Background: an optimization exercise with open tools, aiming at small area and a short achievable clock period. Do not read the settings as production practice. Function was checked by simulation only, so behaviour that the tests miss may differ from the original. Power and IR drop assume default switching activity.

Design arena_top, start of the top module:
module arena_top
(
    input  logic                    Clk,
    input  logic                    rst_n,
    input  logic                    wb_cyc,
    input  logic                    wb_stb,
    input  logic                    wb_we,
    input  logic [3-1:0] wb_adr,
    input  logic [31:0]             wb_dat_w,
    output logic [31:0]             wb_dat_r,
    output logic                    wb_ack,
    input  arena_pkg::coord_t                  pix_x,
    input  arena_pkg::coord_t                  pix_y,
    input  logic                    pix_valid,
    input  logic                    frame_tick
);
clock: 5.8 ns
lec_check: 0
abc_area: 1
cap_margin: 20
core_margin: 2
core_utilization: 55
setup_slack_margin: 3.5
slew_margin: 20
tns_end_percent: 0
standard.sh (not shown) runs the stock make flow with config.mk's settings and CLKGATE_MAP_FILE= SYNTH_SCRIPT=/design/flow/synth_recipe.tcl, a recipe that flattens the netlist after the stock synthesis.
==> flow/flow/run.sh <==
#!/bin/bash
# The standard layout with these changes:
#  - synthesis maps with the ABC script in flow/abc_area.script (selected by
#    ABC_AREA=1) and leaves adders to ABC (no ADDER_MAP_FILE); the rest of the
#    ORFS scripts are unchanged copies
#  - the port buffers are plain buf cells, which the timing repair can resize
#  - timing repair may resize cells to other footprints
#  - the slow low-power clock inverters (clkinvlp) and the slower variants of
#    cells that have a faster one of the same area are added to the
#    platform's don't-use list, so logic is not mapped onto them
set -euo pipefail
PLATFORM_DONT_USE="sky130_fd_sc_hd__probe_p_8 sky130_fd_sc_hd__probec_p_8 sky130_fd_sc_hd__lpflow_bleeder_1 sky130_fd_sc_hd__lpflow_clkbufkapwr_1 sky130_fd_sc_hd__lpflow_clkbufkapwr_16 sky130_fd_sc_hd__lpflow_clkbufkapwr_2 sky130_fd_sc_hd__lpflow_clkbufkapwr_4 sky130_fd_sc_hd__lpflow_clkbufkapwr_8 sky130_fd_sc_hd__lpflow_clkinvkapwr_1 sky130_fd_sc_hd__lpflow_clkinvkapwr_16 sky130_fd_sc_hd__lpflow_clkinvkapwr_2 sky130_fd_sc_hd__lpflow_clkinvkapwr_4 sky130_fd_sc_hd__lpflow_clkinvkapwr_8 sky130_fd_sc_hd__lpflow_decapkapwr_12 sky130_fd_sc_hd__lpflow_decapkapwr_3 sky130_fd_sc_hd__lpflow_decapkapwr_4 sky130_fd_sc_hd__lpflow_decapkapwr_6 sky130_fd_sc_hd__lpflow_decapkapwr_8 sky130_fd_sc_hd__lpflow_inputiso0n_1 sky130_fd_sc_hd__lpflow_inputiso0p_1 sky130_fd_sc_hd__lpflow_inputiso1n_1 sky130_fd_sc_hd__lpflow_inputiso1p_1 sky130_fd_sc_hd__lpflow_inputisolatch_1 sky130_fd_sc_hd__lpflow_isobufsrc_1 sky130_fd_sc_hd__lpflow_isobufsrc_16 sky130_fd_sc_hd__lpflow_isobufsrc_2 sky130_fd_sc_hd__lpflow_isobufsrc_4 sky130_fd_sc_hd__lpflow_isobufsrc_8 sky130_fd_sc_hd__lpflow_isobufsrckapwr_16 sky130_fd_sc_hd__lpflow_lsbuf_lh_hl_isowell_tap_1 sky130_fd_sc_hd__lpflow_lsbuf_lh_hl_isowell_tap_2 sky130_fd_sc_hd__lpflow_lsbuf_lh_hl_isowell_tap_4 sky130_fd_sc_hd__lpflow_lsbuf_lh_isowell_4 sky130_fd_sc_hd__lpflow_lsbuf_lh_isowell_tap_1 sky130_fd_sc_hd__lpflow_lsbuf_lh_isowell_tap_2 sky130_fd_sc_hd__lpflow_lsbuf_lh_isowell_tap_4"
SLOW_SAME_AREA="sky130_fd_sc_hd__o21ai_0 sky130_fd_sc_hd__a21boi_0 sky130_fd_sc_hd__and2_0 sky130_fd_sc_hd__o311ai_0 sky130_fd_sc_hd__or2_0"
rm -rf scripts_copy
cp -r "$FLOW_HOME/scripts" scripts_copy
cp flow/abc_area.script scripts_copy/abc_area.script
bash standard.sh "SCRIPTS_DIR=$PWD/scripts_copy" ADDER_MAP_FILE= \
    "BUFFER_PORTS_ARGS=-buffer_cell sky130_fd_sc_hd__buf_2" \
    MATCH_CELL_FOOTPRINT=0 \
    "DONT_USE_CELLS=$PLATFORM_DONT_USE sky130_fd_sc_hd__clkinvlp_2 sky130_fd_sc_hd__clkinvlp_4 $SLOW_SAME_AREA" \
    finish > standard_flow.log 2>&1
==> flow/flow/abc_area.script <==
strash
dc2
balance
dch -f
map -B 0.9
strash
dch -f
map -B 0.9
topo
stime -c
buffer -c
upsize -c
dnsize -c
The starting point passed the timing, design-rule and antenna checks.
Change:
==> flow/flow/run.sh (replaced) <==
#!/bin/bash
# The standard layout with these changes:
#  - synthesis maps with the ABC script in flow/abc_area.script (selected by
#    ABC_AREA=1) and leaves adders to ABC (no ADDER_MAP_FILE); the rest of the
#    ORFS scripts are unchanged copies
#  - the port buffers are plain buf cells, which the timing repair can resize
#  - timing repair may resize cells to other footprints
set -euo pipefail
rm -rf scripts_copy
cp -r "$FLOW_HOME/scripts" scripts_copy
cp flow/abc_area.script scripts_copy/abc_area.script
bash standard.sh "SCRIPTS_DIR=$PWD/scripts_copy" ADDER_MAP_FILE= \
    "BUFFER_PORTS_ARGS=-buffer_cell sky130_fd_sc_hd__buf_2" \
    MATCH_CELL_FOOTPRINT=0 finish > standard_flow.log 2>&1
==> flow/flow/abc_area.script (replaced) <==
strash
dc2
balance
dch -f
map -B 0.9
topo
stime -c
buffer -c
upsize -c
dnsize -c
- CTS_BUF_LIST: unset -> sky130_fd_sc_hd__clkbuf_8
Via count is lower by 1.7%.
Clock power shrinks by 25%.
Routed wire length shrinks by 3.7%.
Cell area is lower by 5.5%.
Critical path depth rises by 6.
Count of clock-buffer cells in the layout went down by 3.
Worst hold slack improves by 0.033 ns.
Cell count fell by 3.0%.

---

## lane 1
Starting RTL as in the previous note.
// arena_top
module arena_top
(
    input  logic                    Clk,
    input  logic                    rst_n,
    input  logic                    wb_cyc,
    input  logic                    wb_stb,
    input  logic                    wb_we,
    input  logic [3-1:0] wb_adr,
    input  logic [31:0]             wb_dat_w,
    output logic [31:0]             wb_dat_r,
    output logic                    wb_ack,
    input  arena_pkg::coord_t                  pix_x,
    input  arena_pkg::coord_t                  pix_y,
    input  logic                    pix_valid,
    input  logic                    frame_tick
);
Settings: LEC_CHECK=0, ABC_AREA=1, CAP_MARGIN=20, CORE_MARGIN=2, CORE_UTILIZATION=55, SETUP_SLACK_MARGIN=2.8, SLEW_MARGIN=20, TNS_END_PERCENT=0; clock period 5.8 ns.
==> flow/flow/run.sh <==
#!/bin/bash
# The standard layout with these changes:
#  - synthesis maps with the ABC script in flow/abc_area.script (selected by
#    ABC_AREA=1) and leaves adders to ABC (no ADDER_MAP_FILE); the rest of the
#    ORFS scripts are unchanged copies
#  - the port buffers are plain buf cells, which the timing repair can resize
#  - timing repair may resize cells to other footprints
set -euo pipefail
rm -rf scripts_copy
cp -r "$FLOW_HOME/scripts" scripts_copy
cp flow/abc_area.script scripts_copy/abc_area.script
bash standard.sh "SCRIPTS_DIR=$PWD/scripts_copy" ADDER_MAP_FILE= \
    "BUFFER_PORTS_ARGS=-buffer_cell sky130_fd_sc_hd__buf_4" \
    MATCH_CELL_FOOTPRINT=0 finish > standard_flow.log 2>&1
==> flow/flow/abc_area.script <==
strash
dc2
balance
dch -f
map -B 0.9
topo
stime -c
buffer -c
upsize -c
dnsize -c
Lane 1 reached the end of the flow, and the finished layout is clean on the timing, design-rule and antenna checks.
## Diff of input files: lane 2 against lane 1
- setting PLACE_DENSITY to 0.75 for the first time
- changing SETUP_SLACK_MARGIN from 2.8 to 3.5
-- flow/flow/run.sh --
<<< lane 1, line 11
cp flow/abc_area.script scripts_copy/abc_area.script
bash standard.sh "SCRIPTS_DIR=$PWD/scripts_copy" ADDER_MAP_FILE= \
    "BUFFER_PORTS_ARGS=-buffer_cell sky130_fd_sc_hd__buf_4" \
    MATCH_CELL_FOOTPRINT=0 finish > standard_flow.log 2>&1
>>> lane 2, line 11
cp flow/abc_area.script scripts_copy/abc_area.script
bash standard.sh "SCRIPTS_DIR=$PWD/scripts_copy" ADDER_MAP_FILE= \
    "BUFFER_PORTS_ARGS=-buffer_cell sky130_fd_sc_hd__buf_2" \
    MATCH_CELL_FOOTPRINT=0 finish > standard_flow.log 2>&1
Notes after the runs:
Lane 2 ends up with a combinational group share of total power that is 0.6 points higher than in lane 1.
Status: worst-skew pair later-pin latency parity (lane 1, lane 2)
Comparing lane 1 and lane 2, proportion of cell area occupied by registers is higher on lane 1.
Here is what was changed in the inputs of lane 3 compared with lane 2.
- CORE_UTILIZATION changed from 55 to 60
- PLACE_DENSITY removed (was 0.75)
Results
Buffer depth of the longest clock path: lane 3 vs lane 2 identical
Re clock power: lane 2 was lower than lane 3.
Comparing lane 3 with lane 2, the clock-pin slew on the worst setup and hold paths came out essentially unchanged.
Lane 2 → lane 3: area enclosed by the die boundary saw a decrease; hold slack shows an increase of 46 ps; first-pass GRT wire length has decreased.
In the metrics for lane 2 and lane 3, the one carrying the higher combinational share of power is lane 2.
Diff lane 2 -> lane 3: fraction of the cycle the final worst path needs dropped 1.3 points, iteration-0 DRC count of the detailed router climbed about 4%.
Input changes introduced in lane 4 (baseline for comparison: lane 3):
- swapping 60 for 55 in CORE_UTILIZATION
==> flow/flow/run.sh <==
#!/bin/bash
# The standard layout with these changes:
#  - synthesis maps with the ABC script in flow/abc_area.script (selected by
#    ABC_AREA=1) and leaves adders to ABC (no ADDER_MAP_FILE); the rest of the
#    ORFS scripts are unchanged copies
#  - the port buffers are plain buf cells, which the timing repair can resize
#  - timing repair may resize cells to other footprints
#  - the slow low-power clock inverters (clkinvlp) and the slower variants of
#    cells that have a faster one of the same area are added to the
#    platform's don't-use list, so logic is not mapped onto them
set -euo pipefail
PLATFORM_DONT_USE="sky130_fd_sc_hd__probe_p_8 sky130_fd_sc_hd__probec_p_8 sky130_fd_sc_hd__lpflow_bleeder_1 sky130_fd_sc_hd__lpflow_clkbufkapwr_1 sky130_fd_sc_hd__lpflow_clkbufkapwr_16 sky130_fd_sc_hd__lpflow_clkbufkapwr_2 sky130_fd_sc_hd__lpflow_clkbufkapwr_4 sky130_fd_sc_hd__lpflow_clkbufkapwr_8 sky130_fd_sc_hd__lpflow_clkinvkapwr_1 sky130_fd_sc_hd__lpflow_clkinvkapwr_16 sky130_fd_sc_hd__lpflow_clkinvkapwr_2 sky130_fd_sc_hd__lpflow_clkinvkapwr_4 sky130_fd_sc_hd__lpflow_clkinvkapwr_8 sky130_fd_sc_hd__lpflow_decapkapwr_12 sky130_fd_sc_hd__lpflow_decapkapwr_3 sky130_fd_sc_hd__lpflow_decapkapwr_4 sky130_fd_sc_hd__lpflow_decapkapwr_6 sky130_fd_sc_hd__lpflow_decapkapwr_8 sky130_fd_sc_hd__lpflow_inputiso0n_1 sky130_fd_sc_hd__lpflow_inputiso0p_1 sky130_fd_sc_hd__lpflow_inputiso1n_1 sky130_fd_sc_hd__lpflow_inputiso1p_1 sky130_fd_sc_hd__lpflow_inputisolatch_1 sky130_fd_sc_hd__lpflow_isobufsrc_1 sky130_fd_sc_hd__lpflow_isobufsrc_16 sky130_fd_sc_hd__lpflow_isobufsrc_2 sky130_fd_sc_hd__lpflow_isobufsrc_4 sky130_fd_sc_hd__lpflow_isobufsrc_8 sky130_fd_sc_hd__lpflow_isobufsrckapwr_16 sky130_fd_sc_hd__lpflow_lsbuf_lh_hl_isowell_tap_1 sky130_fd_sc_hd__lpflow_lsbuf_lh_hl_isowell_tap_2 sky130_fd_sc_hd__lpflow_lsbuf_lh_hl_isowell_tap_4 sky130_fd_sc_hd__lpflow_lsbuf_lh_isowell_4 sky130_fd_sc_hd__lpflow_lsbuf_lh_isowell_tap_1 sky130_fd_sc_hd__lpflow_lsbuf_lh_isowell_tap_2 sky130_fd_sc_hd__lpflow_lsbuf_lh_isowell_tap_4"
SLOW_SAME_AREA="sky130_fd_sc_hd__o21ai_0 sky130_fd_sc_hd__a21boi_0 sky130_fd_sc_hd__and2_0 sky130_fd_sc_hd__o311ai_0 sky130_fd_sc_hd__or2_0"
rm -rf scripts_copy
cp -r "$FLOW_HOME/scripts" scripts_copy
cp flow/abc_area.script scripts_copy/abc_area.script
bash standard.sh "SCRIPTS_DIR=$PWD/scripts_copy" ADDER_MAP_FILE= \
    "BUFFER_PORTS_ARGS=-buffer_cell sky130_fd_sc_hd__buf_2" \
    MATCH_CELL_FOOTPRINT=0 \
    "DONT_USE_CELLS=$PLATFORM_DONT_USE sky130_fd_sc_hd__clkinvlp_2 sky130_fd_sc_hd__clkinvlp_4 $SLOW_SAME_AREA" \
    finish > standard_flow.log 2>&1
-- flow/flow/abc_area.script --
<<< lane 3, line 1
strash
dc2
balance
>>> lane 4, line 1
strash
balance
rewrite
refactor
balance
rewrite
rewrite -z
balance
refactor -z
rewrite -z
balance
dc2
balance
Findings:
- Per the final summary, lane 4 finished and its layout is clean on timing, DRC and antenna.
- Overall via count from detail_route across lane 4 and lane 3: no real change.
- On area of all placed cells without fillers, lane 3 beats lane 4.
- Summary — total power draw, lane 4 relative to lane 3: higher, by 0.083 mW.
- Looking at slack of the critical path, lane 4 sits above lane 3.
- Changes observed in lane 4 relative to lane 3: required time of the worst setup path went down 20 ps; synthesized cell count went up 127.
Edits applied to the flow inputs when going from lane 4 to lane 5:
- CTS_BUF_LIST now sky130_fd_sc_hd__clkbuf_4 sky130_fd_sc_hd__clkbuf_8, previously not set
==> flow/flow/run.sh <==
#!/bin/bash
# The standard layout with these changes:
#  - synthesis maps with the ABC script in flow/abc_area.script (selected by
#    ABC_AREA=1) and leaves adders to ABC (no ADDER_MAP_FILE); the rest of the
#    ORFS scripts are unchanged copies
#  - the port buffers are plain buf cells, which the timing repair can resize
#  - timing repair may resize cells to other footprints
set -euo pipefail
rm -rf scripts_copy
cp -r "$FLOW_HOME/scripts" scripts_copy
cp flow/abc_area.script scripts_copy/abc_area.script
bash standard.sh "SCRIPTS_DIR=$PWD/scripts_copy" ADDER_MAP_FILE= \
    "BUFFER_PORTS_ARGS=-buffer_cell sky130_fd_sc_hd__buf_2" \
    MATCH_CELL_FOOTPRINT=0 finish > standard_flow.log 2>&1
==> flow/flow/abc_area.script <==
strash
dc2
balance
dch -f
map -B 0.9
topo
stime -c
buffer -c
upsize -c
dnsize -c
## What came out
- Combinational power: lane 5 vs lane 4 down about 14%
- Lane 5 vs lane 4, weighted congestion at the end of routability-driven global placement went down by 4.3%.
- Lane 4 -> lane 5: area occupied by multi-input gates decreased by a few percent
- The run with more setup slack is lane 4; lane 5 has less.
- NOTE inserted tap cell count lane 4->lane 5 decreased by more than 10%

-- what the ideal ports hide --
The flow's constraints put no driver on any port. The routed layouts listed below were extracted and timed again, unchanged, in two steps.
Step 1: set_driving_cell puts a clkbuf_16 on Clk and a buf_2 on each other input, an assumption about the parent block.
Step 2 moves the port delays by t, midway between the first and last clock arrival at a register: inputs arrive t later, outputs are due t later. That takes back most of the time a late clock gives input paths.
Three values: ideal, step 1, step 2; two values: the first two.
run	t (ns)	setup slack, ns	worst setup path after step 2
the first run of note 1	0.518	3.289 / 3.299 / 2.788	input to register
the second run of note 1	0.593	3.175 / 3.158 / 2.565	input to register
lane 1	0.531	2.805 / 2.805 / 2.353	input to register
lane 2	0.520	3.060 / 3.048 / 2.528	input to register
lane 3	0.528	3.134 / 3.134 / 2.644	input to register
lane 4	0.529	3.261 / 3.249 / 2.720	input to register
lane 5	0.593	3.175 / 3.158 / 2.565	input to register
After both steps every run listed still meets setup and hold.
